Source: an optimization exercise on an open RTL-to-GDS flow (aim: small area and a short achievable clock period). Production flows keep margins and buffers that such runs may drop. RTL that was checked went through simulation tests only; none was proved equivalent to the original. No activity file was given, so power comes from the tool's default toggle rates.

// gamma_interp_11bit
module gamma_interp_11bit #(
  parameter int OUT_W = 10
) (
  input  logic             clk,
  input  logic             rst_n,
  input  logic             i_hs,
  input  logic             i_vs,
  input  logic [4:0]       idx,
  input  logic [10:0]      pixel_in,
  input  logic [10:0]      lowLevel,
  input  logic [10:0]      highLevel,
  input  logic             lut_we,
  input  logic [5:0]       lut_addr,
  input  logic [OUT_W-1:0] lut_wdata,
  input  logic             lut_commit,
  output logic             commit_pending,
  output logic             o_hs,
  output logic             o_vs,
  output logic [OUT_W-1:0] pix_out
);
Size in the first run: about 3900 cells after synthesis, about 790 flip-flops, ~35000 µm² of cells after synthesis.
clock: 10.0 ns
lec_check: 0
abc_area: 1
cap_margin: 20
core_margin: 2
core_utilization: 40
slew_margin: 20
standard.sh (not shown) runs the stock make flow with config.mk's settings and CLKGATE_MAP_FILE= SYNTH_SCRIPT=/design/flow/synth_recipe.tcl, a recipe that flattens the netlist after the stock synthesis.
==> flow/flow/run.sh <==
#!/bin/bash
set -euo pipefail
mapfile -t EXTRA < <(grep -v '^#' flow/extra.txt | grep .)
bash standard.sh "${EXTRA[@]}" finish > standard.log 2>&1
==> flow/flow/extra.txt <==
SETUP_SLACK_MARGIN=6.5
ADDER_MAP_FILE=
The first run went through all stages and came out clean.
Edit:
==> flow/flow/extra.txt (replaced) <==
SETUP_SLACK_MARGIN=6.5
ADDER_MAP_FILE=
BUFFER_PORTS_ARGS=-buffer_cell sky130_fd_sc_hd__buf_4
After rerunning: Count of clock-buffer cells in the layout drops by 8; via count shrinks by 1.7%; final cell count goes down by 0.55%; design area went down by 1.5%; combinational power drops by about 1%; utilization came out lower by 0.69 points; first-iteration DRC count decreases by 14%; setup slack loses 67 ps.
Edit:
Settings changed: CTS_CLUSTER_DIAMETER set to 80, CTS_CLUSTER_SIZE set to 25, SLEW_MARGIN 20 to 60.
Sequential cell count stays the same. Final cell count falls by 1.6%. Setup slack improves by 21 ps. Synthesized area is unchanged. Routed wire length falls by 5.3%. Sequential power stays flat. First-iteration DRC count falls by 3.0%. Synthesized cell count is unchanged.
Edit:
Settings changed: SLEW_MARGIN 60 to 20.
Effect:
- The changed run finished with timing, DRC and antenna clean
- hold slack got worse by 7.5 ps
- final area falls slightly
- synthesized area stays the same
- final cell count falls slightly
- maximum frequency shrinks by roughly a tenth
- power is about the same
- non-clock buffer count fell by 32
- sequential cell count does not change
Edit:
==> flow/flow/extra.txt (replaced) <==
SETUP_SLACK_MARGIN=7.0
ADDER_MAP_FILE=
BUFFER_PORTS_ARGS=-buffer_cell sky130_fd_sc_hd__buf_4
Settings changed: CTS_CLUSTER_DIAMETER 80 to unset, CTS_CLUSTER_SIZE 25 to unset, TNS_END_PERCENT set to 5.
Outcome: The changed run completed with no timing, DRC or antenna violations; worst hold slack is worse by 6.8 ps; synthesized area does not change; sequential share of layout area fell by 2.7 points.
Edit:
==> flow/flow/extra.txt (replaced) <==
SETUP_SLACK_MARGIN=7.0
ADDER_MAP_FILE=
Settings changed: TNS_END_PERCENT 5 to unset.
- The changed run finished with timing, DRC and antenna clean
- global-route usage rose by 2.4 points
- power went up by 11%
- cell area is higher by 12%
- area after synthesis stays the same
- non-clock buffer count increases by 204
- maximum frequency went up by 3.7%
- final cell count is higher by 4.3%
- setup slack gains 120 ps
- wire length rose by 15%

---

gamma_interp_11bit, a different RTL version from the one above (not shown whole).
Size in the first run: ~4000 cells after synthesis, ~73 I/O pins, ~36000 um2 of cells after synthesis.
==> flow/config.mk <==
export PLATFORM = sky130hd
export DESIGN_NAME = gamma_interp_11bit
export DESIGN_NICKNAME = gamma_interp_11bit
export VERILOG_FILES = /design/flow/design.v
export SDC_FILE = /design/flow/constraint.sdc
export NUM_CORES = 4
export LEC_CHECK = 0
export ABC_AREA = 1
export CAP_MARGIN = 20
export CORE_MARGIN = 2
export CORE_UTILIZATION = 40
export CTS_CLUSTER_DIAMETER = 80
export CTS_CLUSTER_SIZE = 25
export PLACE_DENSITY = 0.8
export SLEW_MARGIN = 60
export SYNTH_HIERARCHICAL = 1
export TNS_END_PERCENT = 20
==> flow/constraint.sdc <==
create_clock -name core_clock -period 10.0 [get_ports {clk}]
set_input_delay 2.0000 -clock core_clock [delete_from_list [all_inputs] [get_ports {clk}]]
set_output_delay 2.0000 -clock core_clock [all_outputs]
set_load 0.01 [all_outputs]
==> flow/flow/extra.txt <==
SETUP_SLACK_MARGIN=7.0
ADDER_MAP_FILE=
BUFFER_PORTS_ARGS=-buffer_cell sky130_fd_sc_hd__buf_4
Scripts as last shown in full above: flow/flow/run.sh
Edit:
PLACE_DENSITY = not set   (was 0.8)
After rerunning: Worst hold slack improves by 0.019 ns; clock-buffer cell count is unchanged; worst setup slack improves by 0.15 ns; global-route usage climbs by 1.1 points; routed wire length climbs by about 4.4%; cell area barely changes; sequential cell count is unchanged; total power drops by about 2.2%; first-iteration DRC count drops by 39%; critical path depth drops by 25; die area does not change.
Edit:
CORE_UTILIZATION = 45   (was 40)
Outcome: Setup slack gets worse by 0.074 ns. Cell count came out lower slightly. Die area decreases by roughly a tenth. Synthesized area is unchanged. Worst hold slack gains 0.0077 ns. Routed wire length rose by a few percent.
No run of this note included a check of the RTL's function; only the layout flow was run.

## separate check: timing with driven ports
The flow's constraints put no driver on any port. The routed layouts listed below were extracted and timed again, unchanged, in two steps.
Step 1 assumes that a clkbuf_16 drives the clock port and a buf_2 every other input.
Step 2 adds t to the input delays and takes it off the output delays; t is the mean of the earliest and latest rising clock arrival at the registers after step 1. Input paths then give back, and output paths get back, about the clock's delay inside the block.
a / b / c = ideal / step 1 / step 2; a / b = the first two.
run	t (ns)	setup slack, ns	latest minus earliest clock arrival (ns)	worst data-port slew with drivers (ns)	cell pins on the clock port's net
the first run of note 1	0.690	6.520 / 6.512 / 5.822	0.024 / 0.024	0.09	1
the second run of note 1	0.696	6.453 / 6.456 / 5.760	0.043 / 0.043	0.08	1
the third run of note 1	0.680	6.475 / 6.471 / 5.791	0.044 / 0.043	0.09	1
the fourth run of note 1	0.684	6.052 / 6.090 / 5.406	0.054 / 0.053	0.08	1
the fifth run of note 1	0.695	6.541 / 6.469 / 5.774	0.046 / 0.046	0.15	1
the sixth run of note 1	0.705	6.665 / 6.621 / 5.916	0.035 / 0.035	0.23	1
the first run of note 2	0.679	6.688 / 6.688 / 6.064	0.046 / 0.046	0.08	1
the second run of note 2	0.684	6.837 / 6.766 / 6.185	0.063 / 0.063	0.10	1
the third run of note 2	0.689	6.763 / 6.761 / 6.072	0.046 / 0.046	0.12	1
After both steps every run listed still meets setup and hold. The setup slack of the fifth run of note 1, which loses most, moves by -0.072 ns with the drivers and by -0.767 ns with both steps.
